This design comes from an exercise in tuning for small area, a short achievable clock period and few clock cycles per item on the open sky130 flow, not from production work.
Function was checked by simulation only, so behaviour that the tests miss may differ from the original.

File: flow/run.sh
#!/bin/bash
# synth_recipe.tcl (not shown) runs the flow's synth.tcl, then flattens the netlist and writes it again
# the make line also repeats each setting of config.mk as NAME=value (left out here)
make -C /OpenROAD-flow-scripts/flow DESIGN_CONFIG=/design/flow/config.mk WORK_HOME=/design/flow/orfs CLKGATE_MAP_FILE= SYNTH_SCRIPT=/design/flow/synth_recipe.tcl finish
File: flow/config.mk
export PLATFORM = sky130hd
export DESIGN_NAME = muldiv_unit
export DESIGN_NICKNAME = muldiv_unit
export VERILOG_FILES = /design/flow/design.v
export SDC_FILE = /design/flow/constraint.sdc
export NUM_CORES = 4
export LEC_CHECK = 0
export ABC_AREA = 1
export CAP_MARGIN = 20
export CORE_MARGIN = 2
export CORE_UTILIZATION = 40
export SLEW_MARGIN = 20
export SYNTH_HIERARCHICAL = 1
File: flow/constraint.sdc
create_clock -name core_clock -period 150.0 [get_ports {clk}]
set_input_delay 30.0000 -clock core_clock [delete_from_list [all_inputs] [get_ports {clk}]]
set_output_delay 30.0000 -clock core_clock [all_outputs]
set_load 0.01 [all_outputs]
File: flow/design.v
module muldiv_unit (
    input  logic        clk,
    input  logic        rst,
    input  logic        start,
    input  logic [2:0]  op,
    input  logic [31:0] a,
    input  logic [31:0] b,
    output logic        busy,
    output logic [31:0] hi,
    output logic [31:0] lo
);
    function automatic logic [5:0] clz32(input logic [31:0] v);
        clz32 = 6'd32;
        for (int i = 0; i < 32; i++)
            if (v[i]) clz32 = 6'(31 - i);
    endfunction
    function automatic logic [31:0] cneg(input logic [31:0] x, input logic s);
        logic o;
        o = 1'b0;
        for (int i = 0; i < 32; i++) begin
            cneg[i] = x[i] ^ (s & o);
            o = o | x[i];
        end
    endfunction
    logic        busy_r, first;
    logic [3:0]  cnt;
    logic [1:0]  opr;
    logic        qneg_r;
    logic [31:0] X;
    logic [34:0] M;
    assign busy = busy_r;
    logic is_mul, sgn_mul, sgn_div, sgn;
    assign is_mul  = ~opr[1];
    assign sgn_mul = (opr == 2'd0);
    assign sgn_div = (opr == 2'd2);
    assign sgn     = sgn_mul | sgn_div;
    logic xneg, mneg;
    assign xneg = sgn_div & X[31];
    assign mneg = sgn_div & M[31];
    logic [5:0] cx, cm;
    assign cx = clz32(X ^ {32{sgn & X[31]}});
    assign cm = clz32(M[31:0] ^ {32{sgn & M[31]}});
    logic       swap;
    logic [5:0] cmax, nbits;
    logic [2:0] nd;
    assign swap  = cm > cx;
    assign cmax  = swap ? cm : cx;
    assign nbits = 6'd32 + {5'd0, sgn_mul} - cmax;
    always_comb begin
        nd = 3'((nbits + 6'd7) >> 3);
        if (nd == 3'd0) nd = 3'd1;
    end
    logic [5:0] lza;
    logic signed [6:0] dd;
    logic [4:0] nq;
    assign lza = xneg ? (cx - 6'd1) : cx;
    assign dd  = 7'({1'b0, cm}) - 7'({1'b0, lza});
    always_comb begin
        if (dd[6]) nq = 5'd1;
        else if (dd > 7'sd30) nq = 5'd16;
        else nq = 5'((dd + 7'sd2) >> 1);
    end
    logic bzero;
    assign bzero = (M[31:0] == 32'd0);
    logic [4:0] ntot;
    always_comb begin
        if (is_mul) ntot = {2'd0, nd};
        else if (bzero) ntot = 5'd1;
        else ntot = nq;
    end
    logic [31:0] Xa, Ma;
    assign Xa = cneg(X, xneg);
    assign Ma = cneg(M[31:0], mneg);
    logic [31:0] mplr0;
    logic [32:0] shin;
    logic [3:0]  shj;
    logic [34:0] shout;
    assign mplr0 = swap ? M[31:0] : X;
    assign shin  = is_mul ? {1'b0, mplr0} : {Ma, 1'b0};
    assign shj   = is_mul ? {nd[1:0] == 2'd0 ? 2'd0 : ~nd[1:0] + 2'd1, 2'b00} : 4'(nq - 5'd1);
    assign shout = {2'b00, shin} << {shj, 1'b0};
    logic [32:0] mcand;
    logic [31:0] mplr;
    logic [7:0]  dig;
    logic        corr;
    logic [63:0] pin, psh, pnew;
    logic [42:0] ws;
    assign mcand = first ? {sgn_mul & (swap ? X[31] : M[31]), (swap ? X : M[31:0])} : M[32:0];
    assign mplr  = first ? shout[31:0] : X;
    assign dig   = mplr[31:24];
    assign corr  = first & sgn_mul & mplr[31];
    assign pin   = first ? (corr ? {{31{~mcand[32]}}, ~mcand} : 64'd0) : {hi, lo};
    assign psh   = {pin[55:0], {8{corr}}};
    mdu_csa u_csa (.wp(psh[40:0]), .mc(mcand), .d(dig), .cin(corr), .s(ws));
    logic [22:0] up, upi, upd, unew;
    assign up = psh[63:41];
    always_comb begin
        logic ai, ad;
        ai = 1'b1;
        ad = 1'b1;
        for (int i = 0; i < 23; i++) begin
            upi[i] = up[i] ^ ai;
            upd[i] = up[i] ^ ad;
            ai = ai & up[i];
            ad = ad & ~up[i];
        end
    end
    always_comb begin
        case (ws[42:41])
            2'b01:   unew = upi;
            2'b11:   unew = upd;
            default: unew = up;
        endcase
    end
    assign pnew = {unew, ws[40:0]};
    logic [31:0] rin, qin, r1, r2, qout;
    logic [34:0] dn;
    logic        q0, q1;
    assign rin = first ? Xa : hi;
    assign dn  = first ? ~shout : M;
    assign qin = first ? 32'd0 : lo;
    logic [32:0] c0;
    logic [31:0] s0;
    assign c0[0] = 1'b1;
    for (genvar k = 0; k < 32; k++) begin : g_r0
        mdu_fa u_fa (.a(rin[k]), .b(dn[k]), .c(c0[k]), .s(s0[k]), .co(c0[k+1]));
    end
    logic ge0;
    mdu_cmp u_cmp (.r(rin), .dn(dn[31:0]), .ge(ge0));
    assign q0 = ge0 & (&dn[34:32]);
    assign r1 = q0 ? s0 : rin;
    logic [32:0] c1;
    logic [31:0] s1;
    assign c1[0] = 1'b1;
    for (genvar k = 0; k < 32; k++) begin : g_r1
        mdu_fa u_fa (.a(r1[k]), .b(dn[k+1]), .c(c1[k]), .s(s1[k]), .co(c1[k+1]));
    end
    assign q1 = c1[32] & (&dn[34:33]);
    assign r2 = q1 ? s1 : r1;
    assign qout = {qin[29:0], q0, q1};
    logic qneg, aneg;
    assign qneg = first ? (xneg ^ mneg) : qneg_r;
    assign aneg = xneg;
    logic last;
    assign last = first ? (ntot == 5'd1) : (cnt == 4'd1);
    always_ff @(posedge clk or negedge rst) begin
        if (!rst) begin
            first  <= 1'b0;
            busy_r <= 1'b0;
            hi     <= 32'd0;
            lo     <= 32'd0;
        end else begin
            if (!busy_r) begin
                first  <= start & ~op[2];
                busy_r <= start & ~op[2];
                if (start && op == 3'd4) hi <= a;
                if (start && op == 3'd5) lo <= a;
            end else begin
                first  <= 1'b0;
                busy_r <= ~last;
                if (is_mul) begin
                    {hi, lo} <= pnew;
                end else if (!(first && bzero)) begin
                    hi <= cneg(r2, last & aneg);
                    lo <= cneg(qout, last & qneg);
                end
            end
        end
    end
    always_ff @(posedge clk) begin
        if (!busy_r) begin
            opr <= op[1:0];
            X   <= a;
            M   <= {3'b000, b};
            cnt <= 4'd0;
        end else begin
            cnt <= first ? 4'(ntot - 5'd1) : cnt - 4'd1;
            if (first) qneg_r <= xneg ^ mneg;
            if (is_mul) begin
                X <= mplr << 8;
                M <= {2'b00, mcand};
            end else begin
                M <= {2'b11, dn[34:2]};
            end
        end
    end
endmodule
module mdu_cmp (
    input  logic [31:0] r,
    input  logic [31:0] dn,
    output logic        ge
);
    logic [31:0] g0, e0;
    assign g0 = r & dn;         
    assign e0 = r ^ dn;         
    logic [15:0] g1, e1;
    logic [7:0]  g2, e2;
    logic [3:0]  g3, e3;
    logic [1:0]  g4, e4;
    for (genvar k = 0; k < 16; k++) begin : g_l1
        assign g1[k] = g0[2*k+1] | (e0[2*k+1] & g0[2*k]);
        assign e1[k] = e0[2*k+1] & e0[2*k];
    end
    for (genvar k = 0; k < 8; k++) begin : g_l2
        assign g2[k] = g1[2*k+1] | (e1[2*k+1] & g1[2*k]);
        assign e2[k] = e1[2*k+1] & e1[2*k];
    end
    for (genvar k = 0; k < 4; k++) begin : g_l3
        assign g3[k] = g2[2*k+1] | (e2[2*k+1] & g2[2*k]);
        assign e3[k] = e2[2*k+1] & e2[2*k];
    end
    for (genvar k = 0; k < 2; k++) begin : g_l4
        assign g4[k] = g3[2*k+1] | (e3[2*k+1] & g3[2*k]);
        assign e4[k] = e3[2*k+1] & e3[2*k];
    end
    assign ge = g4[1] | (e4[1] & g4[0]) | (e4[1] & e4[0]);
endmodule
module mdu_fa (
    input  logic a,
    input  logic b,
    input  logic c,
    output logic s,
    output logic co
);
    assign s  = a ^ b ^ c;
    assign co = (a & b) | (a & c) | (b & c);
endmodule
module mdu_ha (
    input  logic a,
    input  logic b,
    output logic s,
    output logic co
);
    assign s  = a ^ b;
    assign co = a & b;
endmodule
module mdu_csa (
    input  logic [40:0] wp,
    input  logic [32:0] mc,
    input  logic [7:0] d,
    input  logic cin,
    output logic [42:0] s
);
    wire n1 = mc[0] & d[0];
    wire n2 = mc[1] & d[0];
    wire n3 = mc[2] & d[0];
    wire n4 = mc[3] & d[0];
    wire n5 = mc[4] & d[0];
    wire n6 = mc[5] & d[0];
    wire n7 = mc[6] & d[0];
    wire n8 = mc[7] & d[0];
    wire n9 = mc[8] & d[0];
    wire n10 = mc[9] & d[0];
    wire n11 = mc[10] & d[0];
    wire n12 = mc[11] & d[0];
    wire n13 = mc[12] & d[0];
    wire n14 = mc[13] & d[0];
    wire n15 = mc[14] & d[0];
    wire n16 = mc[15] & d[0];
    wire n17 = mc[16] & d[0];
    wire n18 = mc[17] & d[0];
    wire n19 = mc[18] & d[0];
    wire n20 = mc[19] & d[0];
    wire n21 = mc[20] & d[0];
    wire n22 = mc[21] & d[0];
    wire n23 = mc[22] & d[0];
    wire n24 = mc[23] & d[0];
    wire n25 = mc[24] & d[0];
    wire n26 = mc[25] & d[0];
    wire n27 = mc[26] & d[0];
    wire n28 = mc[27] & d[0];
    wire n29 = mc[28] & d[0];
    wire n30 = mc[29] & d[0];
    wire n31 = mc[30] & d[0];
    wire n32 = mc[31] & d[0];
    wire n33 = ~(mc[32] & d[0]);
    wire n34 = mc[0] & d[1];
    wire n35 = mc[1] & d[1];
    wire n36 = mc[2] & d[1];
    wire n37 = mc[3] & d[1];
    wire n38 = mc[4] & d[1];
    wire n39 = mc[5] & d[1];
    wire n40 = mc[6] & d[1];
    wire n41 = mc[7] & d[1];
    wire n42 = mc[8] & d[1];
    wire n43 = mc[9] & d[1];
    wire n44 = mc[10] & d[1];
    wire n45 = mc[11] & d[1];
    wire n46 = mc[12] & d[1];
    wire n47 = mc[13] & d[1];
    wire n48 = mc[14] & d[1];
    wire n49 = mc[15] & d[1];
    wire n50 = mc[16] & d[1];
    wire n51 = mc[17] & d[1];
    wire n52 = mc[18] & d[1];
    wire n53 = mc[19] & d[1];
    wire n54 = mc[20] & d[1];
    wire n55 = mc[21] & d[1];
    wire n56 = mc[22] & d[1];
    wire n57 = mc[23] & d[1];
    wire n58 = mc[24] & d[1];
    wire n59 = mc[25] & d[1];
    wire n60 = mc[26] & d[1];
    wire n61 = mc[27] & d[1];
    wire n62 = mc[28] & d[1];
    wire n63 = mc[29] & d[1];
    wire n64 = mc[30] & d[1];
    wire n65 = mc[31] & d[1];
    wire n66 = ~(mc[32] & d[1]);
    wire n67 = mc[0] & d[2];
    wire n68 = mc[1] & d[2];
    wire n69 = mc[2] & d[2];
    wire n70 = mc[3] & d[2];
    wire n71 = mc[4] & d[2];
    wire n72 = mc[5] & d[2];
    wire n73 = mc[6] & d[2];
    wire n74 = mc[7] & d[2];
    wire n75 = mc[8] & d[2];
    wire n76 = mc[9] & d[2];
    wire n77 = mc[10] & d[2];
    wire n78 = mc[11] & d[2];
    wire n79 = mc[12] & d[2];
    wire n80 = mc[13] & d[2];
    wire n81 = mc[14] & d[2];
    wire n82 = mc[15] & d[2];
    wire n83 = mc[16] & d[2];
    wire n84 = mc[17] & d[2];
    wire n85 = mc[18] & d[2];
    wire n86 = mc[19] & d[2];
    wire n87 = mc[20] & d[2];
    wire n88 = mc[21] & d[2];
    wire n89 = mc[22] & d[2];
    wire n90 = mc[23] & d[2];
    wire n91 = mc[24] & d[2];
    wire n92 = mc[25] & d[2];
    wire n93 = mc[26] & d[2];
    wire n94 = mc[27] & d[2];
    wire n95 = mc[28] & d[2];
    wire n96 = mc[29] & d[2];
    wire n97 = mc[30] & d[2];
    wire n98 = mc[31] & d[2];
    wire n99 = ~(mc[32] & d[2]);
    wire n100 = mc[0] & d[3];
    wire n101 = mc[1] & d[3];
    wire n102 = mc[2] & d[3];
    wire n103 = mc[3] & d[3];
    wire n104 = mc[4] & d[3];
    wire n105 = mc[5] & d[3];
    wire n106 = mc[6] & d[3];
    wire n107 = mc[7] & d[3];
    wire n108 = mc[8] & d[3];
    wire n109 = mc[9] & d[3];
    wire n110 = mc[10] & d[3];
    wire n111 = mc[11] & d[3];
    wire n112 = mc[12] & d[3];
    wire n113 = mc[13] & d[3];
    wire n114 = mc[14] & d[3];
    wire n115 = mc[15] & d[3];
    wire n116 = mc[16] & d[3];
    wire n117 = mc[17] & d[3];
    wire n118 = mc[18] & d[3];
    wire n119 = mc[19] & d[3];
    wire n120 = mc[20] & d[3];
    wire n121 = mc[21] & d[3];
    wire n122 = mc[22] & d[3];
    wire n123 = mc[23] & d[3];
    wire n124 = mc[24] & d[3];
    wire n125 = mc[25] & d[3];
    wire n126 = mc[26] & d[3];
    wire n127 = mc[27] & d[3];
    wire n128 = mc[28] & d[3];
    wire n129 = mc[29] & d[3];
    wire n130 = mc[30] & d[3];
    wire n131 = mc[31] & d[3];
    wire n132 = ~(mc[32] & d[3]);
    wire n133 = mc[0] & d[4];
    wire n134 = mc[1] & d[4];
    wire n135 = mc[2] & d[4];
    wire n136 = mc[3] & d[4];
    wire n137 = mc[4] & d[4];
    wire n138 = mc[5] & d[4];
    wire n139 = mc[6] & d[4];
    wire n140 = mc[7] & d[4];
    wire n141 = mc[8] & d[4];
    wire n142 = mc[9] & d[4];
    wire n143 = mc[10] & d[4];
    wire n144 = mc[11] & d[4];
    wire n145 = mc[12] & d[4];
    wire n146 = mc[13] & d[4];
    wire n147 = mc[14] & d[4];
    wire n148 = mc[15] & d[4];
    wire n149 = mc[16] & d[4];
    wire n150 = mc[17] & d[4];
    wire n151 = mc[18] & d[4];
    wire n152 = mc[19] & d[4];
    wire n153 = mc[20] & d[4];
    wire n154 = mc[21] & d[4];
    wire n155 = mc[22] & d[4];
    wire n156 = mc[23] & d[4];
    wire n157 = mc[24] & d[4];
    wire n158 = mc[25] & d[4];
    wire n159 = mc[26] & d[4];
    wire n160 = mc[27] & d[4];
    wire n161 = mc[28] & d[4];
    wire n162 = mc[29] & d[4];
    wire n163 = mc[30] & d[4];
    wire n164 = mc[31] & d[4];
    wire n165 = ~(mc[32] & d[4]);
    wire n166 = mc[0] & d[5];
    wire n167 = mc[1] & d[5];
    wire n168 = mc[2] & d[5];
    wire n169 = mc[3] & d[5];
    wire n170 = mc[4] & d[5];
    wire n171 = mc[5] & d[5];
    wire n172 = mc[6] & d[5];
    wire n173 = mc[7] & d[5];
    wire n174 = mc[8] & d[5];
    wire n175 = mc[9] & d[5];
    wire n176 = mc[10] & d[5];
    wire n177 = mc[11] & d[5];
    wire n178 = mc[12] & d[5];
    wire n179 = mc[13] & d[5];
    wire n180 = mc[14] & d[5];
    wire n181 = mc[15] & d[5];
    wire n182 = mc[16] & d[5];
    wire n183 = mc[17] & d[5];
    wire n184 = mc[18] & d[5];
    wire n185 = mc[19] & d[5];
    wire n186 = mc[20] & d[5];
    wire n187 = mc[21] & d[5];
    wire n188 = mc[22] & d[5];
    wire n189 = mc[23] & d[5];
    wire n190 = mc[24] & d[5];
    wire n191 = mc[25] & d[5];
    wire n192 = mc[26] & d[5];
    wire n193 = mc[27] & d[5];
    wire n194 = mc[28] & d[5];
    wire n195 = mc[29] & d[5];
    wire n196 = mc[30] & d[5];
    wire n197 = mc[31] & d[5];
    wire n198 = ~(mc[32] & d[5]);
    wire n199 = mc[0] & d[6];
    wire n200 = mc[1] & d[6];
    wire n201 = mc[2] & d[6];
    wire n202 = mc[3] & d[6];
    wire n203 = mc[4] & d[6];
    wire n204 = mc[5] & d[6];
    wire n205 = mc[6] & d[6];
    wire n206 = mc[7] & d[6];
    wire n207 = mc[8] & d[6];
    wire n208 = mc[9] & d[6];
    wire n209 = mc[10] & d[6];
    wire n210 = mc[11] & d[6];
    wire n211 = mc[12] & d[6];
    wire n212 = mc[13] & d[6];
    wire n213 = mc[14] & d[6];
    wire n214 = mc[15] & d[6];
    wire n215 = mc[16] & d[6];
    wire n216 = mc[17] & d[6];
    wire n217 = mc[18] & d[6];
    wire n218 = mc[19] & d[6];
    wire n219 = mc[20] & d[6];
    wire n220 = mc[21] & d[6];
    wire n221 = mc[22] & d[6];
    wire n222 = mc[23] & d[6];
    wire n223 = mc[24] & d[6];
    wire n224 = mc[25] & d[6];
    wire n225 = mc[26] & d[6];
    wire n226 = mc[27] & d[6];
    wire n227 = mc[28] & d[6];
    wire n228 = mc[29] & d[6];
    wire n229 = mc[30] & d[6];
    wire n230 = mc[31] & d[6];
    wire n231 = ~(mc[32] & d[6]);
    wire n232 = mc[0] & d[7];
    wire n233 = mc[1] & d[7];
    wire n234 = mc[2] & d[7];
    wire n235 = mc[3] & d[7];
    wire n236 = mc[4] & d[7];
    wire n237 = mc[5] & d[7];
    wire n238 = mc[6] & d[7];
    wire n239 = mc[7] & d[7];
    wire n240 = mc[8] & d[7];
    wire n241 = mc[9] & d[7];
    wire n242 = mc[10] & d[7];
    wire n243 = mc[11] & d[7];
    wire n244 = mc[12] & d[7];
    wire n245 = mc[13] & d[7];
    wire n246 = mc[14] & d[7];
    wire n247 = mc[15] & d[7];
    wire n248 = mc[16] & d[7];
    wire n249 = mc[17] & d[7];
    wire n250 = mc[18] & d[7];
    wire n251 = mc[19] & d[7];
    wire n252 = mc[20] & d[7];
    wire n253 = mc[21] & d[7];
    wire n254 = mc[22] & d[7];
    wire n255 = mc[23] & d[7];
    wire n256 = mc[24] & d[7];
    wire n257 = mc[25] & d[7];
    wire n258 = mc[26] & d[7];
    wire n259 = mc[27] & d[7];
    wire n260 = mc[28] & d[7];
    wire n261 = mc[29] & d[7];
    wire n262 = mc[30] & d[7];
    wire n263 = mc[31] & d[7];
    wire n264 = ~(mc[32] & d[7]);
    wire n265 = ~wp[32];
    wire n266, n267;
    mdu_ha un266 (.a(wp[5]), .b(n6), .s(n266), .co(n267));
    wire n268, n269;
    mdu_fa un268 (.a(wp[6]), .b(n7), .c(n39), .s(n268), .co(n269));
    wire n270, n271;
    mdu_ha un270 (.a(n71), .b(n103), .s(n270), .co(n271));
    wire n272, n273;
    mdu_fa un272 (.a(wp[7]), .b(n8), .c(n40), .s(n272), .co(n273));
    wire n274, n275;
    mdu_fa un274 (.a(n72), .b(n104), .c(n136), .s(n274), .co(n275));
    wire n276, n277;
    mdu_ha un276 (.a(n168), .b(n200), .s(n276), .co(n277));
    wire n278, n279;
    mdu_fa un278 (.a(wp[8]), .b(n9), .c(n41), .s(n278), .co(n279));
    wire n280, n281;
    mdu_fa un280 (.a(n73), .b(n105), .c(n137), .s(n280), .co(n281));
    wire n282, n283;
    mdu_fa un282 (.a(n169), .b(n201), .c(n233), .s(n282), .co(n283));
    wire n284, n285;
    mdu_fa un284 (.a(wp[9]), .b(n10), .c(n42), .s(n284), .co(n285));
    wire n286, n287;
    mdu_fa un286 (.a(n74), .b(n106), .c(n138), .s(n286), .co(n287));
    wire n288, n289;
    mdu_fa un288 (.a(n170), .b(n202), .c(n234), .s(n288), .co(n289));
    wire n290, n291;
    mdu_fa un290 (.a(wp[10]), .b(n11), .c(n43), .s(n290), .co(n291));
    wire n292, n293;
    mdu_fa un292 (.a(n75), .b(n107), .c(n139), .s(n292), .co(n293));
    wire n294, n295;
    mdu_fa un294 (.a(n171), .b(n203), .c(n235), .s(n294), .co(n295));
    wire n296, n297;
    mdu_fa un296 (.a(wp[11]), .b(n12), .c(n44), .s(n296), .co(n297));
    wire n298, n299;
    mdu_fa un298 (.a(n76), .b(n108), .c(n140), .s(n298), .co(n299));
    wire n300, n301;
    mdu_fa un300 (.a(n172), .b(n204), .c(n236), .s(n300), .co(n301));
    wire n302, n303;
    mdu_fa un302 (.a(wp[12]), .b(n13), .c(n45), .s(n302), .co(n303));
    wire n304, n305;
    mdu_fa un304 (.a(n77), .b(n109), .c(n141), .s(n304), .co(n305));
    wire n306, n307;
    mdu_fa un306 (.a(n173), .b(n205), .c(n237), .s(n306), .co(n307));
    wire n308, n309;
    mdu_fa un308 (.a(wp[13]), .b(n14), .c(n46), .s(n308), .co(n309));
    wire n310, n311;
    mdu_fa un310 (.a(n78), .b(n110), .c(n142), .s(n310), .co(n311));
    wire n312, n313;
    mdu_fa un312 (.a(n174), .b(n206), .c(n238), .s(n312), .co(n313));
    wire n314, n315;
    mdu_fa un314 (.a(wp[14]), .b(n15), .c(n47), .s(n314), .co(n315));
    wire n316, n317;
    mdu_fa un316 (.a(n79), .b(n111), .c(n143), .s(n316), .co(n317));
    wire n318, n319;
    mdu_fa un318 (.a(n175), .b(n207), .c(n239), .s(n318), .co(n319));
    wire n320, n321;
    mdu_fa un320 (.a(wp[15]), .b(n16), .c(n48), .s(n320), .co(n321));
    wire n322, n323;
    mdu_fa un322 (.a(n80), .b(n112), .c(n144), .s(n322), .co(n323));
    wire n324, n325;
    mdu_fa un324 (.a(n176), .b(n208), .c(n240), .s(n324), .co(n325));
    wire n326, n327;
    mdu_fa un326 (.a(wp[16]), .b(n17), .c(n49), .s(n326), .co(n327));
    wire n328, n329;
    mdu_fa un328 (.a(n81), .b(n113), .c(n145), .s(n328), .co(n329));
    wire n330, n331;
    mdu_fa un330 (.a(n177), .b(n209), .c(n241), .s(n330), .co(n331));
    wire n332, n333;
    mdu_fa un332 (.a(wp[17]), .b(n18), .c(n50), .s(n332), .co(n333));
    wire n334, n335;
    mdu_fa un334 (.a(n82), .b(n114), .c(n146), .s(n334), .co(n335));
    wire n336, n337;
    mdu_fa un336 (.a(n178), .b(n210), .c(n242), .s(n336), .co(n337));
    wire n338, n339;
    mdu_fa un338 (.a(wp[18]), .b(n19), .c(n51), .s(n338), .co(n339));
    wire n340, n341;
    mdu_fa un340 (.a(n83), .b(n115), .c(n147), .s(n340), .co(n341));
    wire n342, n343;
    mdu_fa un342 (.a(n179), .b(n211), .c(n243), .s(n342), .co(n343));
    wire n344, n345;
    mdu_fa un344 (.a(wp[19]), .b(n20), .c(n52), .s(n344), .co(n345));
    wire n346, n347;
    mdu_fa un346 (.a(n84), .b(n116), .c(n148), .s(n346), .co(n347));
    wire n348, n349;
    mdu_fa un348 (.a(n180), .b(n212), .c(n244), .s(n348), .co(n349));
    wire n350, n351;
    mdu_fa un350 (.a(wp[20]), .b(n21), .c(n53), .s(n350), .co(n351));
    wire n352, n353;
    mdu_fa un352 (.a(n85), .b(n117), .c(n149), .s(n352), .co(n353));
    wire n354, n355;
    mdu_fa un354 (.a(n181), .b(n213), .c(n245), .s(n354), .co(n355));
    wire n356, n357;
    mdu_fa un356 (.a(wp[21]), .b(n22), .c(n54), .s(n356), .co(n357));
    wire n358, n359;
    mdu_fa un358 (.a(n86), .b(n118), .c(n150), .s(n358), .co(n359));
    wire n360, n361;
    mdu_fa un360 (.a(n182), .b(n214), .c(n246), .s(n360), .co(n361));
    wire n362, n363;
    mdu_fa un362 (.a(wp[22]), .b(n23), .c(n55), .s(n362), .co(n363));
    wire n364, n365;
    mdu_fa un364 (.a(n87), .b(n119), .c(n151), .s(n364), .co(n365));
    wire n366, n367;
    mdu_fa un366 (.a(n183), .b(n215), .c(n247), .s(n366), .co(n367));
    wire n368, n369;
    mdu_fa un368 (.a(wp[23]), .b(n24), .c(n56), .s(n368), .co(n369));
    wire n370, n371;
    mdu_fa un370 (.a(n88), .b(n120), .c(n152), .s(n370), .co(n371));
    wire n372, n373;
    mdu_fa un372 (.a(n184), .b(n216), .c(n248), .s(n372), .co(n373));
    wire n374, n375;
    mdu_fa un374 (.a(wp[24]), .b(n25), .c(n57), .s(n374), .co(n375));
    wire n376, n377;
    mdu_fa un376 (.a(n89), .b(n121), .c(n153), .s(n376), .co(n377));
    wire n378, n379;
    mdu_fa un378 (.a(n185), .b(n217), .c(n249), .s(n378), .co(n379));
    wire n380, n381;
    mdu_fa un380 (.a(wp[25]), .b(n26), .c(n58), .s(n380), .co(n381));
    wire n382, n383;
    mdu_fa un382 (.a(n90), .b(n122), .c(n154), .s(n382), .co(n383));
    wire n384, n385;
    mdu_fa un384 (.a(n186), .b(n218), .c(n250), .s(n384), .co(n385));
    wire n386, n387;
    mdu_fa un386 (.a(wp[26]), .b(n27), .c(n59), .s(n386), .co(n387));
    wire n388, n389;
    mdu_fa un388 (.a(n91), .b(n123), .c(n155), .s(n388), .co(n389));
    wire n390, n391;
    mdu_fa un390 (.a(n187), .b(n219), .c(n251), .s(n390), .co(n391));
    wire n392, n393;
    mdu_fa un392 (.a(wp[27]), .b(n28), .c(n60), .s(n392), .co(n393));
    wire n394, n395;
    mdu_fa un394 (.a(n92), .b(n124), .c(n156), .s(n394), .co(n395));
    wire n396, n397;
    mdu_fa un396 (.a(n188), .b(n220), .c(n252), .s(n396), .co(n397));
    wire n398, n399;
    mdu_fa un398 (.a(wp[28]), .b(n29), .c(n61), .s(n398), .co(n399));
    wire n400, n401;
    mdu_fa un400 (.a(n93), .b(n125), .c(n157), .s(n400), .co(n401));
    wire n402, n403;
    mdu_fa un402 (.a(n189), .b(n221), .c(n253), .s(n402), .co(n403));
    wire n404, n405;
    mdu_fa un404 (.a(wp[29]), .b(n30), .c(n62), .s(n404), .co(n405));
    wire n406, n407;
    mdu_fa un406 (.a(n94), .b(n126), .c(n158), .s(n406), .co(n407));
    wire n408, n409;
    mdu_fa un408 (.a(n190), .b(n222), .c(n254), .s(n408), .co(n409));
    wire n410, n411;
    mdu_fa un410 (.a(wp[30]), .b(n31), .c(n63), .s(n410), .co(n411));
    wire n412, n413;
    mdu_fa un412 (.a(n95), .b(n127), .c(n159), .s(n412), .co(n413));
    wire n414, n415;
    mdu_fa un414 (.a(n191), .b(n223), .c(n255), .s(n414), .co(n415));
    wire n416, n417;
    mdu_fa un416 (.a(wp[31]), .b(n32), .c(n64), .s(n416), .co(n417));
    wire n418, n419;
    mdu_fa un418 (.a(n96), .b(n128), .c(n160), .s(n418), .co(n419));
    wire n420, n421;
    mdu_fa un420 (.a(n192), .b(n224), .c(n256), .s(n420), .co(n421));
    wire n422, n423;
    mdu_fa un422 (.a(n265), .b(n33), .c(n65), .s(n422), .co(n423));
    wire n424, n425;
    mdu_fa un424 (.a(n97), .b(n129), .c(n161), .s(n424), .co(n425));
    wire n426, n427;
    mdu_fa un426 (.a(n193), .b(n225), .c(n257), .s(n426), .co(n427));
    wire n428, n429;
    mdu_fa un428 (.a(wp[32]), .b(wp[33]), .c(n66), .s(n428), .co(n429));
    wire n430, n431;
    mdu_fa un430 (.a(n98), .b(n130), .c(n162), .s(n430), .co(n431));
    wire n432, n433;
    mdu_fa un432 (.a(n194), .b(n226), .c(n258), .s(n432), .co(n433));
    wire n434, n435;
    mdu_fa un434 (.a(wp[34]), .b(n99), .c(n131), .s(n434), .co(n435));
    wire n436, n437;
    mdu_fa un436 (.a(n163), .b(n195), .c(n227), .s(n436), .co(n437));
    wire n438, n439;
    mdu_fa un438 (.a(wp[35]), .b(n132), .c(n164), .s(n438), .co(n439));
    wire n440, n441;
    mdu_ha un440 (.a(wp[3]), .b(n4), .s(n440), .co(n441));
    wire n442, n443;
    mdu_fa un442 (.a(wp[4]), .b(n5), .c(n37), .s(n442), .co(n443));
    wire n444, n445;
    mdu_ha un444 (.a(n69), .b(n101), .s(n444), .co(n445));
    wire n446, n447;
    mdu_fa un446 (.a(n266), .b(n38), .c(n70), .s(n446), .co(n447));
    wire n448, n449;
    mdu_fa un448 (.a(n102), .b(n134), .c(n166), .s(n448), .co(n449));
    wire n450, n451;
    mdu_fa un450 (.a(n267), .b(n268), .c(n270), .s(n450), .co(n451));
    wire n452, n453;
    mdu_fa un452 (.a(n135), .b(n167), .c(n199), .s(n452), .co(n453));
    wire n454, n455;
    mdu_fa un454 (.a(n269), .b(n271), .c(n272), .s(n454), .co(n455));
    wire n456, n457;
    mdu_fa un456 (.a(n274), .b(n276), .c(n232), .s(n456), .co(n457));
    wire n458, n459;
    mdu_fa un458 (.a(n273), .b(n275), .c(n277), .s(n458), .co(n459));
    wire n460, n461;
    mdu_fa un460 (.a(n278), .b(n280), .c(n282), .s(n460), .co(n461));
    wire n462, n463;
    mdu_fa un462 (.a(n279), .b(n281), .c(n283), .s(n462), .co(n463));
    wire n464, n465;
    mdu_fa un464 (.a(n284), .b(n286), .c(n288), .s(n464), .co(n465));
    wire n466, n467;
    mdu_fa un466 (.a(n285), .b(n287), .c(n289), .s(n466), .co(n467));
    wire n468, n469;
    mdu_fa un468 (.a(n290), .b(n292), .c(n294), .s(n468), .co(n469));
    wire n470, n471;
    mdu_fa un470 (.a(n291), .b(n293), .c(n295), .s(n470), .co(n471));
    wire n472, n473;
    mdu_fa un472 (.a(n296), .b(n298), .c(n300), .s(n472), .co(n473));
    wire n474, n475;
    mdu_fa un474 (.a(n297), .b(n299), .c(n301), .s(n474), .co(n475));
    wire n476, n477;
    mdu_fa un476 (.a(n302), .b(n304), .c(n306), .s(n476), .co(n477));
    wire n478, n479;
    mdu_fa un478 (.a(n303), .b(n305), .c(n307), .s(n478), .co(n479));
    wire n480, n481;
    mdu_fa un480 (.a(n308), .b(n310), .c(n312), .s(n480), .co(n481));
    wire n482, n483;
    mdu_fa un482 (.a(n309), .b(n311), .c(n313), .s(n482), .co(n483));
    wire n484, n485;
    mdu_fa un484 (.a(n314), .b(n316), .c(n318), .s(n484), .co(n485));
    wire n486, n487;
    mdu_fa un486 (.a(n315), .b(n317), .c(n319), .s(n486), .co(n487));
    wire n488, n489;
    mdu_fa un488 (.a(n320), .b(n322), .c(n324), .s(n488), .co(n489));
    wire n490, n491;
    mdu_fa un490 (.a(n321), .b(n323), .c(n325), .s(n490), .co(n491));
    wire n492, n493;
    mdu_fa un492 (.a(n326), .b(n328), .c(n330), .s(n492), .co(n493));
    wire n494, n495;
    mdu_fa un494 (.a(n327), .b(n329), .c(n331), .s(n494), .co(n495));
    wire n496, n497;
    mdu_fa un496 (.a(n332), .b(n334), .c(n336), .s(n496), .co(n497));
    wire n498, n499;
    mdu_fa un498 (.a(n333), .b(n335), .c(n337), .s(n498), .co(n499));
    wire n500, n501;
    mdu_fa un500 (.a(n338), .b(n340), .c(n342), .s(n500), .co(n501));
    wire n502, n503;
    mdu_fa un502 (.a(n339), .b(n341), .c(n343), .s(n502), .co(n503));
    wire n504, n505;
    mdu_fa un504 (.a(n344), .b(n346), .c(n348), .s(n504), .co(n505));
    wire n506, n507;
    mdu_fa un506 (.a(n345), .b(n347), .c(n349), .s(n506), .co(n507));
    wire n508, n509;
    mdu_fa un508 (.a(n350), .b(n352), .c(n354), .s(n508), .co(n509));
    wire n510, n511;
    mdu_fa un510 (.a(n351), .b(n353), .c(n355), .s(n510), .co(n511));
    wire n512, n513;
    mdu_fa un512 (.a(n356), .b(n358), .c(n360), .s(n512), .co(n513));
    wire n514, n515;
    mdu_fa un514 (.a(n357), .b(n359), .c(n361), .s(n514), .co(n515));
    wire n516, n517;
    mdu_fa un516 (.a(n362), .b(n364), .c(n366), .s(n516), .co(n517));
    wire n518, n519;
    mdu_fa un518 (.a(n363), .b(n365), .c(n367), .s(n518), .co(n519));
    wire n520, n521;
    mdu_fa un520 (.a(n368), .b(n370), .c(n372), .s(n520), .co(n521));
    wire n522, n523;
    mdu_fa un522 (.a(n369), .b(n371), .c(n373), .s(n522), .co(n523));
    wire n524, n525;
    mdu_fa un524 (.a(n374), .b(n376), .c(n378), .s(n524), .co(n525));
    wire n526, n527;
    mdu_fa un526 (.a(n375), .b(n377), .c(n379), .s(n526), .co(n527));
    wire n528, n529;
    mdu_fa un528 (.a(n380), .b(n382), .c(n384), .s(n528), .co(n529));
    wire n530, n531;
    mdu_fa un530 (.a(n381), .b(n383), .c(n385), .s(n530), .co(n531));
    wire n532, n533;
    mdu_fa un532 (.a(n386), .b(n388), .c(n390), .s(n532), .co(n533));
    wire n534, n535;
    mdu_fa un534 (.a(n387), .b(n389), .c(n391), .s(n534), .co(n535));
    wire n536, n537;
    mdu_fa un536 (.a(n392), .b(n394), .c(n396), .s(n536), .co(n537));
    wire n538, n539;
    mdu_fa un538 (.a(n393), .b(n395), .c(n397), .s(n538), .co(n539));
    wire n540, n541;
    mdu_fa un540 (.a(n398), .b(n400), .c(n402), .s(n540), .co(n541));
    wire n542, n543;
    mdu_fa un542 (.a(n399), .b(n401), .c(n403), .s(n542), .co(n543));
    wire n544, n545;
    mdu_fa un544 (.a(n404), .b(n406), .c(n408), .s(n544), .co(n545));
    wire n546, n547;
    mdu_fa un546 (.a(n405), .b(n407), .c(n409), .s(n546), .co(n547));
    wire n548, n549;
    mdu_fa un548 (.a(n410), .b(n412), .c(n414), .s(n548), .co(n549));
    wire n550, n551;
    mdu_fa un550 (.a(n411), .b(n413), .c(n415), .s(n550), .co(n551));
    wire n552, n553;
    mdu_fa un552 (.a(n416), .b(n418), .c(n420), .s(n552), .co(n553));
    wire n554, n555;
    mdu_fa un554 (.a(n417), .b(n419), .c(n421), .s(n554), .co(n555));
    wire n556, n557;
    mdu_fa un556 (.a(n422), .b(n424), .c(n426), .s(n556), .co(n557));
    wire n558, n559;
    mdu_fa un558 (.a(n423), .b(n425), .c(n427), .s(n558), .co(n559));
    wire n560, n561;
    mdu_fa un560 (.a(n428), .b(n430), .c(n432), .s(n560), .co(n561));
    wire n562, n563;
    mdu_fa un562 (.a(n429), .b(n431), .c(n433), .s(n562), .co(n563));
    wire n564, n565;
    mdu_fa un564 (.a(n434), .b(n436), .c(n259), .s(n564), .co(n565));
    wire n566, n567;
    mdu_fa un566 (.a(n435), .b(n437), .c(n438), .s(n566), .co(n567));
    wire n568, n569;
    mdu_fa un568 (.a(n196), .b(n228), .c(n260), .s(n568), .co(n569));
    wire n570, n571;
    mdu_fa un570 (.a(n439), .b(wp[36]), .c(n165), .s(n570), .co(n571));
    wire n572, n573;
    mdu_fa un572 (.a(n197), .b(n229), .c(n261), .s(n572), .co(n573));
    wire n574, n575;
    mdu_fa un574 (.a(wp[37]), .b(n198), .c(n230), .s(n574), .co(n575));
    wire n576, n577;
    mdu_ha un576 (.a(wp[2]), .b(n3), .s(n576), .co(n577));
    wire n578, n579;
    mdu_fa un578 (.a(n440), .b(n36), .c(n68), .s(n578), .co(n579));
    wire n580, n581;
    mdu_fa un580 (.a(n441), .b(n442), .c(n444), .s(n580), .co(n581));
    wire n582, n583;
    mdu_fa un582 (.a(n443), .b(n445), .c(n446), .s(n582), .co(n583));
    wire n584, n585;
    mdu_fa un584 (.a(n447), .b(n449), .c(n450), .s(n584), .co(n585));
    wire n586, n587;
    mdu_fa un586 (.a(n451), .b(n453), .c(n454), .s(n586), .co(n587));
    wire n588, n589;
    mdu_fa un588 (.a(n455), .b(n457), .c(n458), .s(n588), .co(n589));
    wire n590, n591;
    mdu_fa un590 (.a(n459), .b(n461), .c(n462), .s(n590), .co(n591));
    wire n592, n593;
    mdu_fa un592 (.a(n463), .b(n465), .c(n466), .s(n592), .co(n593));
    wire n594, n595;
    mdu_fa un594 (.a(n467), .b(n469), .c(n470), .s(n594), .co(n595));
    wire n596, n597;
    mdu_fa un596 (.a(n471), .b(n473), .c(n474), .s(n596), .co(n597));
    wire n598, n599;
    mdu_fa un598 (.a(n475), .b(n477), .c(n478), .s(n598), .co(n599));
    wire n600, n601;
    mdu_fa un600 (.a(n479), .b(n481), .c(n482), .s(n600), .co(n601));
    wire n602, n603;
    mdu_fa un602 (.a(n483), .b(n485), .c(n486), .s(n602), .co(n603));
    wire n604, n605;
    mdu_fa un604 (.a(n487), .b(n489), .c(n490), .s(n604), .co(n605));
    wire n606, n607;
    mdu_fa un606 (.a(n491), .b(n493), .c(n494), .s(n606), .co(n607));
    wire n608, n609;
    mdu_fa un608 (.a(n495), .b(n497), .c(n498), .s(n608), .co(n609));
    wire n610, n611;
    mdu_fa un610 (.a(n499), .b(n501), .c(n502), .s(n610), .co(n611));
    wire n612, n613;
    mdu_fa un612 (.a(n503), .b(n505), .c(n506), .s(n612), .co(n613));
    wire n614, n615;
    mdu_fa un614 (.a(n507), .b(n509), .c(n510), .s(n614), .co(n615));
    wire n616, n617;
    mdu_fa un616 (.a(n511), .b(n513), .c(n514), .s(n616), .co(n617));
    wire n618, n619;
    mdu_fa un618 (.a(n515), .b(n517), .c(n518), .s(n618), .co(n619));
    wire n620, n621;
    mdu_fa un620 (.a(n519), .b(n521), .c(n522), .s(n620), .co(n621));
    wire n622, n623;
    mdu_fa un622 (.a(n523), .b(n525), .c(n526), .s(n622), .co(n623));
    wire n624, n625;
    mdu_fa un624 (.a(n527), .b(n529), .c(n530), .s(n624), .co(n625));
    wire n626, n627;
    mdu_fa un626 (.a(n531), .b(n533), .c(n534), .s(n626), .co(n627));
    wire n628, n629;
    mdu_fa un628 (.a(n535), .b(n537), .c(n538), .s(n628), .co(n629));
    wire n630, n631;
    mdu_fa un630 (.a(n539), .b(n541), .c(n542), .s(n630), .co(n631));
    wire n632, n633;
    mdu_fa un632 (.a(n543), .b(n545), .c(n546), .s(n632), .co(n633));
    wire n634, n635;
    mdu_fa un634 (.a(n547), .b(n549), .c(n550), .s(n634), .co(n635));
    wire n636, n637;
    mdu_fa un636 (.a(n551), .b(n553), .c(n554), .s(n636), .co(n637));
    wire n638, n639;
    mdu_fa un638 (.a(n555), .b(n557), .c(n558), .s(n638), .co(n639));
    wire n640, n641;
    mdu_fa un640 (.a(n559), .b(n561), .c(n562), .s(n640), .co(n641));
    wire n642, n643;
    mdu_fa un642 (.a(n563), .b(n565), .c(n566), .s(n642), .co(n643));
    wire n644, n645;
    mdu_fa un644 (.a(n567), .b(n569), .c(n570), .s(n644), .co(n645));
    wire n646, n647;
    mdu_fa un646 (.a(n571), .b(n573), .c(n574), .s(n646), .co(n647));
    wire n648, n649;
    mdu_fa un648 (.a(n575), .b(wp[38]), .c(n231), .s(n648), .co(n649));
    wire n650, n651;
    mdu_ha un650 (.a(cin), .b(wp[0]), .s(n650), .co(n651));
    wire n652, n653;
    mdu_fa un652 (.a(wp[1]), .b(n2), .c(n34), .s(n652), .co(n653));
    wire n654, n655;
    mdu_fa un654 (.a(n576), .b(n35), .c(n67), .s(n654), .co(n655));
    wire n656, n657;
    mdu_fa un656 (.a(n577), .b(n578), .c(n100), .s(n656), .co(n657));
    wire n658, n659;
    mdu_fa un658 (.a(n579), .b(n580), .c(n133), .s(n658), .co(n659));
    wire n660, n661;
    mdu_fa un660 (.a(n581), .b(n582), .c(n448), .s(n660), .co(n661));
    wire n662, n663;
    mdu_fa un662 (.a(n583), .b(n584), .c(n452), .s(n662), .co(n663));
    wire n664, n665;
    mdu_fa un664 (.a(n585), .b(n586), .c(n456), .s(n664), .co(n665));
    wire n666, n667;
    mdu_fa un666 (.a(n587), .b(n588), .c(n460), .s(n666), .co(n667));
    wire n668, n669;
    mdu_fa un668 (.a(n589), .b(n590), .c(n464), .s(n668), .co(n669));
    wire n670, n671;
    mdu_fa un670 (.a(n591), .b(n592), .c(n468), .s(n670), .co(n671));
    wire n672, n673;
    mdu_fa un672 (.a(n593), .b(n594), .c(n472), .s(n672), .co(n673));
    wire n674, n675;
    mdu_fa un674 (.a(n595), .b(n596), .c(n476), .s(n674), .co(n675));
    wire n676, n677;
    mdu_fa un676 (.a(n597), .b(n598), .c(n480), .s(n676), .co(n677));
    wire n678, n679;
    mdu_fa un678 (.a(n599), .b(n600), .c(n484), .s(n678), .co(n679));
    wire n680, n681;
    mdu_fa un680 (.a(n601), .b(n602), .c(n488), .s(n680), .co(n681));
    wire n682, n683;
    mdu_fa un682 (.a(n603), .b(n604), .c(n492), .s(n682), .co(n683));
    wire n684, n685;
    mdu_fa un684 (.a(n605), .b(n606), .c(n496), .s(n684), .co(n685));
    wire n686, n687;
    mdu_fa un686 (.a(n607), .b(n608), .c(n500), .s(n686), .co(n687));
    wire n688, n689;
    mdu_fa un688 (.a(n609), .b(n610), .c(n504), .s(n688), .co(n689));
    wire n690, n691;
    mdu_fa un690 (.a(n611), .b(n612), .c(n508), .s(n690), .co(n691));
    wire n692, n693;
    mdu_fa un692 (.a(n613), .b(n614), .c(n512), .s(n692), .co(n693));
    wire n694, n695;
    mdu_fa un694 (.a(n615), .b(n616), .c(n516), .s(n694), .co(n695));
    wire n696, n697;
    mdu_fa un696 (.a(n617), .b(n618), .c(n520), .s(n696), .co(n697));
    wire n698, n699;
    mdu_fa un698 (.a(n619), .b(n620), .c(n524), .s(n698), .co(n699));
    wire n700, n701;
    mdu_fa un700 (.a(n621), .b(n622), .c(n528), .s(n700), .co(n701));
    wire n702, n703;
    mdu_fa un702 (.a(n623), .b(n624), .c(n532), .s(n702), .co(n703));
    wire n704, n705;
    mdu_fa un704 (.a(n625), .b(n626), .c(n536), .s(n704), .co(n705));
    wire n706, n707;
    mdu_fa un706 (.a(n627), .b(n628), .c(n540), .s(n706), .co(n707));
    wire n708, n709;
    mdu_fa un708 (.a(n629), .b(n630), .c(n544), .s(n708), .co(n709));
    wire n710, n711;
    mdu_fa un710 (.a(n631), .b(n632), .c(n548), .s(n710), .co(n711));
    wire n712, n713;
    mdu_fa un712 (.a(n633), .b(n634), .c(n552), .s(n712), .co(n713));
    wire n714, n715;
    mdu_fa un714 (.a(n635), .b(n636), .c(n556), .s(n714), .co(n715));
    wire n716, n717;
    mdu_fa un716 (.a(n637), .b(n638), .c(n560), .s(n716), .co(n717));
    wire n718, n719;
    mdu_fa un718 (.a(n639), .b(n640), .c(n564), .s(n718), .co(n719));
    wire n720, n721;
    mdu_fa un720 (.a(n641), .b(n642), .c(n568), .s(n720), .co(n721));
    wire n722, n723;
    mdu_fa un722 (.a(n643), .b(n644), .c(n572), .s(n722), .co(n723));
    wire n724, n725;
    mdu_fa un724 (.a(n645), .b(n646), .c(n262), .s(n724), .co(n725));
    wire n726, n727;
    mdu_fa un726 (.a(n647), .b(n648), .c(n263), .s(n726), .co(n727));
    wire n728, n729;
    mdu_fa un728 (.a(n649), .b(wp[39]), .c(n264), .s(n728), .co(n729));
    wire n730 = ~wp[40];
    wire n731, n732;
    mdu_ha un731 (.a(n650), .b(n1), .s(n731), .co(n732));
    wire n733, n734;
    mdu_fa un733 (.a(n651), .b(n652), .c(n732), .s(n733), .co(n734));
    wire n735, n736;
    mdu_fa un735 (.a(n653), .b(n654), .c(n734), .s(n735), .co(n736));
    wire n737, n738;
    mdu_fa un737 (.a(n655), .b(n656), .c(n736), .s(n737), .co(n738));
    wire n739, n740;
    mdu_fa un739 (.a(n657), .b(n658), .c(n738), .s(n739), .co(n740));
    wire n741, n742;
    mdu_fa un741 (.a(n659), .b(n660), .c(n740), .s(n741), .co(n742));
    wire n743, n744;
    mdu_fa un743 (.a(n661), .b(n662), .c(n742), .s(n743), .co(n744));
    wire n745, n746;
    mdu_fa un745 (.a(n663), .b(n664), .c(n744), .s(n745), .co(n746));
    wire n747, n748;
    mdu_fa un747 (.a(n665), .b(n666), .c(n746), .s(n747), .co(n748));
    wire n749, n750;
    mdu_fa un749 (.a(n667), .b(n668), .c(n748), .s(n749), .co(n750));
    wire n751, n752;
    mdu_fa un751 (.a(n669), .b(n670), .c(n750), .s(n751), .co(n752));
    wire n753, n754;
    mdu_fa un753 (.a(n671), .b(n672), .c(n752), .s(n753), .co(n754));
    wire n755, n756;
    mdu_fa un755 (.a(n673), .b(n674), .c(n754), .s(n755), .co(n756));
    wire n757, n758;
    mdu_fa un757 (.a(n675), .b(n676), .c(n756), .s(n757), .co(n758));
    wire n759, n760;
    mdu_fa un759 (.a(n677), .b(n678), .c(n758), .s(n759), .co(n760));
    wire n761, n762;
    mdu_fa un761 (.a(n679), .b(n680), .c(n760), .s(n761), .co(n762));
    wire n763, n764;
    mdu_fa un763 (.a(n681), .b(n682), .c(n762), .s(n763), .co(n764));
    wire n765, n766;
    mdu_fa un765 (.a(n683), .b(n684), .c(n764), .s(n765), .co(n766));
    wire n767, n768;
    mdu_fa un767 (.a(n685), .b(n686), .c(n766), .s(n767), .co(n768));
    wire n769, n770;
    mdu_fa un769 (.a(n687), .b(n688), .c(n768), .s(n769), .co(n770));
    wire n771, n772;
    mdu_fa un771 (.a(n689), .b(n690), .c(n770), .s(n771), .co(n772));
    wire n773, n774;
    mdu_fa un773 (.a(n691), .b(n692), .c(n772), .s(n773), .co(n774));
    wire n775, n776;
    mdu_fa un775 (.a(n693), .b(n694), .c(n774), .s(n775), .co(n776));
    wire n777, n778;
    mdu_fa un777 (.a(n695), .b(n696), .c(n776), .s(n777), .co(n778));
    wire n779, n780;
    mdu_fa un779 (.a(n697), .b(n698), .c(n778), .s(n779), .co(n780));
    wire n781, n782;
    mdu_fa un781 (.a(n699), .b(n700), .c(n780), .s(n781), .co(n782));
    wire n783, n784;
    mdu_fa un783 (.a(n701), .b(n702), .c(n782), .s(n783), .co(n784));
    wire n785, n786;
    mdu_fa un785 (.a(n703), .b(n704), .c(n784), .s(n785), .co(n786));
    wire n787, n788;
    mdu_fa un787 (.a(n705), .b(n706), .c(n786), .s(n787), .co(n788));
    wire n789, n790;
    mdu_fa un789 (.a(n707), .b(n708), .c(n788), .s(n789), .co(n790));
    wire n791, n792;
    mdu_fa un791 (.a(n709), .b(n710), .c(n790), .s(n791), .co(n792));
    wire n793, n794;
    mdu_fa un793 (.a(n711), .b(n712), .c(n792), .s(n793), .co(n794));
    wire n795, n796;
    mdu_fa un795 (.a(n713), .b(n714), .c(n794), .s(n795), .co(n796));
    wire n797, n798;
    mdu_fa un797 (.a(n715), .b(n716), .c(n796), .s(n797), .co(n798));
    wire n799, n800;
    mdu_fa un799 (.a(n717), .b(n718), .c(n798), .s(n799), .co(n800));
    wire n801, n802;
    mdu_fa un801 (.a(n719), .b(n720), .c(n800), .s(n801), .co(n802));
    wire n803, n804;
    mdu_fa un803 (.a(n721), .b(n722), .c(n802), .s(n803), .co(n804));
    wire n805, n806;
    mdu_fa un805 (.a(n723), .b(n724), .c(n804), .s(n805), .co(n806));
    wire n807, n808;
    mdu_fa un807 (.a(n725), .b(n726), .c(n806), .s(n807), .co(n808));
    wire n809, n810;
    mdu_fa un809 (.a(n727), .b(n728), .c(n808), .s(n809), .co(n810));
    wire n811, n812;
    mdu_fa un811 (.a(n729), .b(n730), .c(n810), .s(n811), .co(n812));
    wire n813 = ~(wp[40] ^ n812);
    wire n814 = wp[40] | n812;
    wire n815 = ~n814;
    assign s[0] = n731;
    assign s[1] = n733;
    assign s[2] = n735;
    assign s[3] = n737;
    assign s[4] = n739;
    assign s[5] = n741;
    assign s[6] = n743;
    assign s[7] = n745;
    assign s[8] = n747;
    assign s[9] = n749;
    assign s[10] = n751;
    assign s[11] = n753;
    assign s[12] = n755;
    assign s[13] = n757;
    assign s[14] = n759;
    assign s[15] = n761;
    assign s[16] = n763;
    assign s[17] = n765;
    assign s[18] = n767;
    assign s[19] = n769;
    assign s[20] = n771;
    assign s[21] = n773;
    assign s[22] = n775;
    assign s[23] = n777;
    assign s[24] = n779;
    assign s[25] = n781;
    assign s[26] = n783;
    assign s[27] = n785;
    assign s[28] = n787;
    assign s[29] = n789;
    assign s[30] = n791;
    assign s[31] = n793;
    assign s[32] = n795;
    assign s[33] = n797;
    assign s[34] = n799;
    assign s[35] = n801;
    assign s[36] = n803;
    assign s[37] = n805;
    assign s[38] = n807;
    assign s[39] = n809;
    assign s[40] = n811;
    assign s[41] = n813;
    assign s[42] = n815;
endmodule
==> results_dict.tcl, run 1 <==
set metrics [dict create \
    cts_buffers 17 \
    ff_latch_area_sq_mm 0.00347 \
    chipHeight_um 265 \
    clkSinkCount 139 \
    worst_path_max_delay_cell "sky130_fd_sc_hd__o41ai_1" \
    run_status "timing/DRC/antenna clean" \
    setup.worst_path.class "in -> reg" \
    synth_simple_gate_area_share_pct 25.5 \
    synth_area_leader_cell "sky130_fd_sc_hd__fa_1" \
    floorplan.rows 95 \
    setup_viol_count_final 0 \
    mappedNetlistArea_sq_mm 0.0272 \
    worst_clock_skew_ps 18.2 \
    grt_pass1_vias 25429 \
    area_delta_synth_final_pct 6.21 \
    clockBufferDepth 2 \
    grtUsageTotal_pct 29.3 \
    post-cts-setup-buffer-count 0 \
    final-max-slew-violation-count 0 \
    share_of_layout_cells_above_drive_strength_1_pct 6.89 \
    synth_sequential_area_ratio_pct 12.7 \
    wl_per_cell_um 21.6 \
    crit_path_max_fanout 60 \
    grt_remaining_overflow 0 \
    cp.required_ps 150400 \
    syn-mean-instance-area_sq_um 7.03 \
    worstMarginPinSlew_ps 1140 \
    synthCells 3864 \
    number_of_nets_still_failing_antenna_checks_after_routing 0 \
    synth_top_family_by_area "adder cells" \
    synth_edf_count 35 \
    postSynthRegisterBits 139 \
    area_share_of_the_largest_cell_type_after_synthesis_pct 24.3 \
    synth_fa_ha_area_share_pct 27.0 \
    layout_worst_path_cycle_share_pct 21.7 \
    max-slew-margin-rel_pct 23.6 \
    num-nets-final 4278 \
    drtIter0Drc 2653 \
    htree_levels 4 \
    number_of_antenna_violations_at_the_first_check_in_global_routing 5 \
    place_hpwl_um 79200 \
    grt_setup_unrepaired "no" \
    synth_compound_area_share_pct 16.3 \
    grt_max_degree 139 \
    final-hold-violation-count 0 \
    insertion_delay_ps 510 \
    final.fill_count 7052 \
    cts_root_buf "sky130_fd_sc_hd__clkbuf_16" \
    floorplan.initialDensity_pct 40.4 \
    ioPinCount 135 \
    multi_input_area_sq_mm 0.0198 \
    synth.top_cells.by_area "sky130_fd_sc_hd__fa_1 24%, sky130_fd_sc_hd__nand2_1 15%, sky130_fd_sc_hd__o21ai_0 7.2%, sky130_fd_sc_hd__inv_1 6.8%, sky130_fd_sc_hd__dfrtp_1 6.1%" \
    core_area_sq_mm 0.0672 \
    clock_tree_from_tritoncts "built" \
    yosys_cell_types 69 \
    postSynth.topFlopCell "sky130_fd_sc_hd__dfrtp_1" \
    fmaxAchievable_mhz 30.7 \
    timing.max_cap.violations 0 \
    post-route-worst-setup-slack_ps 117480 \
    postRouteWirelength_um 102000 \
    first_pass_iters 8 \
    fp.dieArea_sq_mm 0.0700 \
    worst_ep_arrival_time_ps 32920 \
    globalplace.congestion 1.00 \
    most_frequent_cell_after_synthesis "sky130_fd_sc_hd__nand2_1" \
    worst_setup_path_start_kind "primary input" \
    die_x_um 265 \
    cp_cell_instances "clkdlybuf4s50_1, inv_1, o41ai_1, nand2_1, clkinv_1, buf_4, o211ai_1, o21a_1" \
    worstHoldPathType "reg -> reg" \
    finalSetupTns_ps 0 \
    post_cts.resized_instances 0 \
    buffer_ports.inserted 134 \
    post-place-ws_ps 117090 \
    synth.area.mux_share_pct 0.295 \
    post-route-cell-area_sq_mm 0.0289 \
    non_filler_cells_final 4706 \
    cts_hold_buffers 0 \
    dr_total_vias 25927 \
    grt_first_pass_wirelength_um 155000 \
    timing.critical_path.slowest_cell_delay_ps 950 \
    placed_area_sq_mm 0.0282 \
    numPlacedInstances 4671 \
    post_synth_most_frequent_cells "1098 x sky130_fd_sc_hd__nand2_1, 493 x sky130_fd_sc_hd__inv_1, 393 x sky130_fd_sc_hd__o21ai_0" \
    synth_async_sr_flop_share_pct 47.5 \
    synthXorXnorAreaFrac_pct 3.57 \
    crit_path_end_kind "register" \
    synthesis.yosys.warnings 7 \
    clk_transition_reported_paths_ps 70 \
    routed_via_density 5.51 \
    drc_errors 0 \
    finalWorstPathRequiredPeriod_ps 32530 \
]
-- metal layers --
layer  vias up  routed length, um  GRT usage [%]
met5         -                  0              0
met4         0               4880           13.3
met3       176               8680           5.01
met2      1119              45900           46.4
met1     12543              42200           39.2
li1      12089                  -              -
-- final cells by class --
type / count / area share, %
multi-input combinational: 2928 / 68.6
timing repair buffer: 209 / 6.75
inverter: 524 / 6.83
clock inverter: 15 / 0.533
tap: 873 / 3.79
clock buffer: 17 / 1.47
sequential: 139 / 12.0
antenna: 1 / 0.00867
-- placed cells by master (no fill, tap or decap), types with 33 or more instances in the layout --
master / n
sky130_fd_sc_hd__a21oi_1: 138
sky130_fd_sc_hd__a31oi_1: 78
sky130_fd_sc_hd__buf_4: 73
sky130_fd_sc_hd__clkdlybuf4s50_1: 133
sky130_fd_sc_hd__dfrtp_1: 64
sky130_fd_sc_hd__dfxtp_1: 38
sky130_fd_sc_hd__edfxtp_1: 35
sky130_fd_sc_hd__fa_1: 330
sky130_fd_sc_hd__ha_1: 59
sky130_fd_sc_hd__inv_1: 492
sky130_fd_sc_hd__nand2_1: 1095
sky130_fd_sc_hd__nand2_2: 33
sky130_fd_sc_hd__nand3_1: 117
sky130_fd_sc_hd__nor2_1: 268
sky130_fd_sc_hd__o211ai_1: 59
sky130_fd_sc_hd__o21ai_0: 385
sky130_fd_sc_hd__o21ai_1: 33
sky130_fd_sc_hd__xor2_1: 97
-- per-module statistics from Yosys (local to each module, per instance) --
| module | cells inside | area [sq um] |
|---|---|---|
| mdu_ha | 1 | 12.5 |
| mdu_fa | 1 | 20.0 |
| mdu_cmp | 113 | 761 |
| muldiv_unit | 2781 | 16700 |
| mdu_csa | 633 | 3020 |
-- sequential cells by signal, summed over array words and instances, names as in the netlist --
signal	cells
lo	32
hi	32
cnt	4
busy_r	1
first	1
opr	2
M	34
X	32
qneg_r	1
-- worst paths after layout --
| path | from | to | slack (ps) | depth (start not counted) |
|---|---|---|---|---|
| worst max-delay path | op[2] | hi[21] | 117480 | 8 |
| worst min-delay path | hi[21] | hi[21] | 530 | 1 |
| worst max register to register | X[31] | hi[11] | 122190 | 112 |
| worst min register to register | hi[21] | hi[21] | 530 | 1 |
| max in group asynchronous | rst | busy_r | 119980 | 2 |
| min in group asynchronous | rst | lo[21] | 29390 | 1 |
-- metrics by stage --
| stage | util [%] | hold WS, ps |
|---|---|---|
| finish | 43.0 | 535 |
| global route | 43.0 | 568 |
| CTS | 42.9 | 540 |
| detailed placement | 42.0 | 522 |
| global placement | 42.0 | 509 |
| floorplan | - | 528 |
-- critical path: cells and delay by family --
family	cells	cell delay, ps
AO/OA/AOI/OAI	3	1290
buffers and inverters	4	1170
AND/OR/NAND/NOR	1	440
-- kinds of logic (layout without fill, tap and decap cells) --
| family | Yosys count | count (layout) |
|---|---|---|
| XOR/XNOR | 110 | 110 |
| other | 1 | 3 |
| flip-flops | 139 | 139 |
| adder cells (fa/ha/maj) | 389 | 389 |
| AO/OA/AOI/OAI | 780 | 780 |
| buffers and inverters | 798 | 765 |
| AND/OR/NAND/NOR | 1639 | 1639 |
| multiplexers | 8 | 8 |
Testbench counts, summed over its fixed seeds: cycles 40,931, ops 12,000.
==> run 2, diff against run 1 <==
--- a/flow/config.mk
+++ b/flow/config.mk
@@ -11,3 +11,2 @@
 export CORE_UTILIZATION = 40
 export SLEW_MARGIN = 20
-export SYNTH_HIERARCHICAL = 1
==> results_dict.tcl, run 2 <==
set metrics [dict create \
    synth.top_cells.by_area "sky130_fd_sc_hd__fa_1 25%, sky130_fd_sc_hd__nand2_1 12%, sky130_fd_sc_hd__inv_1 8.6%, sky130_fd_sc_hd__o21ai_0 6.9%, sky130_fd_sc_hd__nor2_1 6.9%" \
    first_pass_iters 6 \
    setup_viol_count_final 0 \
    postSynth.topFlopCell "sky130_fd_sc_hd__dfrtp_1" \
    drc_errors 0 \
    cp.required_ps 150400 \
    cts_root_buf "sky130_fd_sc_hd__clkbuf_16" \
    cts_buffers 17 \
    synth_compound_area_share_pct 17.5 \
    number_of_nets_still_failing_antenna_checks_after_routing 0 \
    synth_sequential_area_ratio_pct 13.5 \
    yosys_cell_types 66 \
    post-cts-setup-buffer-count 0 \
    drtIter0Drc 2916 \
    final-hold-violation-count 0 \
    number_of_antenna_violations_at_the_first_check_in_global_routing 1 \
    grtUsageTotal_pct 31.4 \
    r2r.worst_path.cells 125 \
    max-slew-margin-rel_pct 21.5 \
    setup.worst_path.class "in -> reg" \
    worst_clock_skew_ps 14.4 \
    postSynthRegisterBits 139 \
    worstMarginPinSlew_ps 1170 \
    post_cts.resized_instances 0 \
    numPlacedInstances 4586 \
    worst_ep_arrival_time_ps 32470 \
    hold-path-cell-count 1 \
    synthesis.yosys.warnings 1 \
    buffer_ports.inserted 134 \
    num-nets-final 4216 \
    floorplan.rows 92 \
    postRouteWirelength_um 103000 \
    mappedNetlistArea_sq_mm 0.0256 \
    mostFrequentLayoutCells "791 x sky130_fd_sc_hd__nand2_1, 588 x sky130_fd_sc_hd__inv_1, 467 x sky130_fd_sc_hd__nor2_1" \
    grt_first_pass_wirelength_um 156000 \
    clk_transition_reported_paths_ps 80 \
    area_delta_synth_final_pct 11.4 \
    cp_cell_instances "clkdlybuf4s50_1, inv_1, o41ai_1, nand2_1, inv_2, buf_4, o211ai_1, o22a_1" \
    grt_setup_unrepaired "no" \
    clkSinkCount 139 \
    htree_levels 4 \
    wl_per_cell_um 22.3 \
    synth_top_family_by_area "adder cells" \
    timing.critical_path.buf_inv 4 \
    worst_path_max_delay_cell "sky130_fd_sc_hd__clkdlybuf4s50_1" \
    area_share_of_the_largest_cell_type_after_synthesis_pct 25.4 \
    synthXorXnorAreaFrac_pct 3.45 \
    worstHoldPathType "reg -> reg" \
    place_hpwl_um 81200 \
    timing.max_cap.violations 0 \
    final_common_cell "sky130_fd_sc_hd__nand2_1" \
    syn-mean-instance-area_sq_um 6.91 \
    final-max-slew-violation-count 0 \
    timing.critical_path.slowest_cell_delay_ps 480 \
    crit_path_end_kind "register" \
    finalSetupTns_ps 0 \
    cpLargestDelayFamily "buffers and inverters" \
    finalWorstPathRequiredPeriod_ps 32060 \
    layout.core_utilization_pct 45.1 \
    dr_total_vias 25966 \
    crit_path_max_fanout 42 \
    cts_hold_buffers 0 \
    crit_cells 8 \
    chipHeight_um 257 \
    synth_area_leader_cell "sky130_fd_sc_hd__fa_1" \
    worst_setup_path_start_kind "primary input" \
    max_flop_register "M" \
    most_frequent_cell_after_synthesis "sky130_fd_sc_hd__nand2_1" \
    insertion_delay_ps 510 \
    run_status "timing/DRC/antenna clean" \
    layout_worst_path_cycle_share_pct 21.4 \
    globalplace.congestion 0.971 \
    grt_pass1_vias 24928 \
    synthCells 3704 \
    fmaxAchievable_mhz 31.2 \
    fp.dieArea_sq_mm 0.0661 \
    synth_async_sr_flop_share_pct 47.5 \
    synth_fa_ha_area_share_pct 28.4 \
    post_synth_most_frequent_cells "793 x sky130_fd_sc_hd__nand2_1, 590 x sky130_fd_sc_hd__inv_1, 470 x sky130_fd_sc_hd__nor2_1" \
    antenna-diode-count 0 \
    fin_hold_ws_ps 553 \
    largest_reg_flops 34 \
    floorplan.initialDensity_pct 40.5 \
    routed_via_density 5.62 \
    synth_edf_count 35 \
    synth_simple_gate_area_share_pct 24.5 \
    synth.area.mux_share_pct 0.938 \
    clock_tree_from_tritoncts "built" \
    grt_max_degree 74 \
    core_area_sq_mm 0.0632 \
    clockBufferDepth 2 \
    share_of_layout_cells_above_drive_strength_1_pct 5.75 \
    grt_remaining_overflow 0 \
    ioPinCount 135 \
    non_filler_cells_final 4618 \
    die_x_um 257 \
]
[run 2: changes by cell type after synthesis, moves of 25 or more]
cell / before / now
sky130_fd_sc_hd__nand2_1: 1098 / 793
sky130_fd_sc_hd__inv_1: 493 / 590
sky130_fd_sc_hd__buf_4: 83 / 4
sky130_fd_sc_hd__o211ai_1: 59 / 21
sky130_fd_sc_hd__nor2_1: 269 / 470
sky130_fd_sc_hd__nand2_2: 30 / 5
sky130_fd_sc_hd__o21ai_0: 393 / 355
[run 2: cell families after synthesis]
logic type                 count (synthesis)
DFF                                      139
and+or+nand+nor                         1495
xor gates and xnor gates                  99
muxes                                     24
AOI/OAI and AO/OA                        782
adders and majority gates                387
buffers and inverters                    778
[run 2: path summary, 6_finish.rpt]
check	start	endpoint	slack (ps)
worst max-delay path	op[2]	hi[8]	117940
worst min-delay path	lo[16]	lo[16]	550
worst max register to register	opr[0]	hi[26]	120680
worst min register to register	lo[16]	lo[16]	550
max in group asynchronous	rst	first	119630
min in group asynchronous	rst	lo[28]	29630
[run 2: final cells by class]
type	count	area (sq um)
Sequential cell	139	3470
Multi-Input combinational cell	2787	19200
Tap cell	846	1060
Timing Repair Buffer	209	1900
Clock inverter	11	166
Fill cell	6602	34700
Clock buffer	21	460
Inverter	605	2270
[run 2: per-layer routing]
metal | routed length [um] | up-vias | track usage, %
li1 | - | 11879 | -
met4 | 5390 | 2 | 14.7
met2 | 45800 | 1230 | 48.6
met3 | 9790 | 232 | 5.79
met5 | 13 | - | 0
met1 | 42200 | 12623 | 42.4
[run 2: per-stage QoR]
| step | cell area, sq um | worst slack [ps] |
|---|---|---|
| final | 28500 | 117940 |
| after global routing | 28500 | 117610 |
| after CTS | 28500 | 117950 |
| after detailed placement | 27900 | 117400 |
| after global placement | 27900 | 117420 |
| after floorplan | 25600 | 118710 |
[run 2: worst reg2reg max path, delay by kind of cell, from the launching register on]
family | cells | cell delay (ps)
AO/OA/AOI/OAI | 25 | 4840
XOR/XNOR | 1 | 240
adder cells (fa/ha/maj) | 45 | 17450
buffers and inverters | 10 | 2020
flip-flops | 1 | 590
AND/OR/NAND/NOR | 44 | 4070

==> re-timing with driven ports <==
In the flow no input, the clock included, has a driving cell. The finished layouts below were timed again as built, in two steps.
Step 1 sets driving cells, clkbuf_16 on the clock port and buf_2 on the other inputs (assumed; they add their load-dependent delay and slew).
Step 2 moves the port delays by t, midway between the first and last clock arrival at a register: inputs arrive t later, outputs are due t later. That takes back most of the time a late clock gives input paths.
Three values: ideal ports, drivers, drivers and shift; two values: the first two.
run | t, ns | setup WS [ns] | worst register clock-pin slew, ns | cell pins on the clock port's net
run 1 | 0.565 | 117.475 / 117.510 / 116.945 | 0.08 / 0.08 | 1
run 2 | 0.564 | 117.935 / 117.973 / 117.410 | 0.08 / 0.08 | 1
After both steps every run listed still meets setup and hold. The setup slack of run 1, which loses most, moves by +0.035 ns with the drivers and by -0.530 ns with both steps.
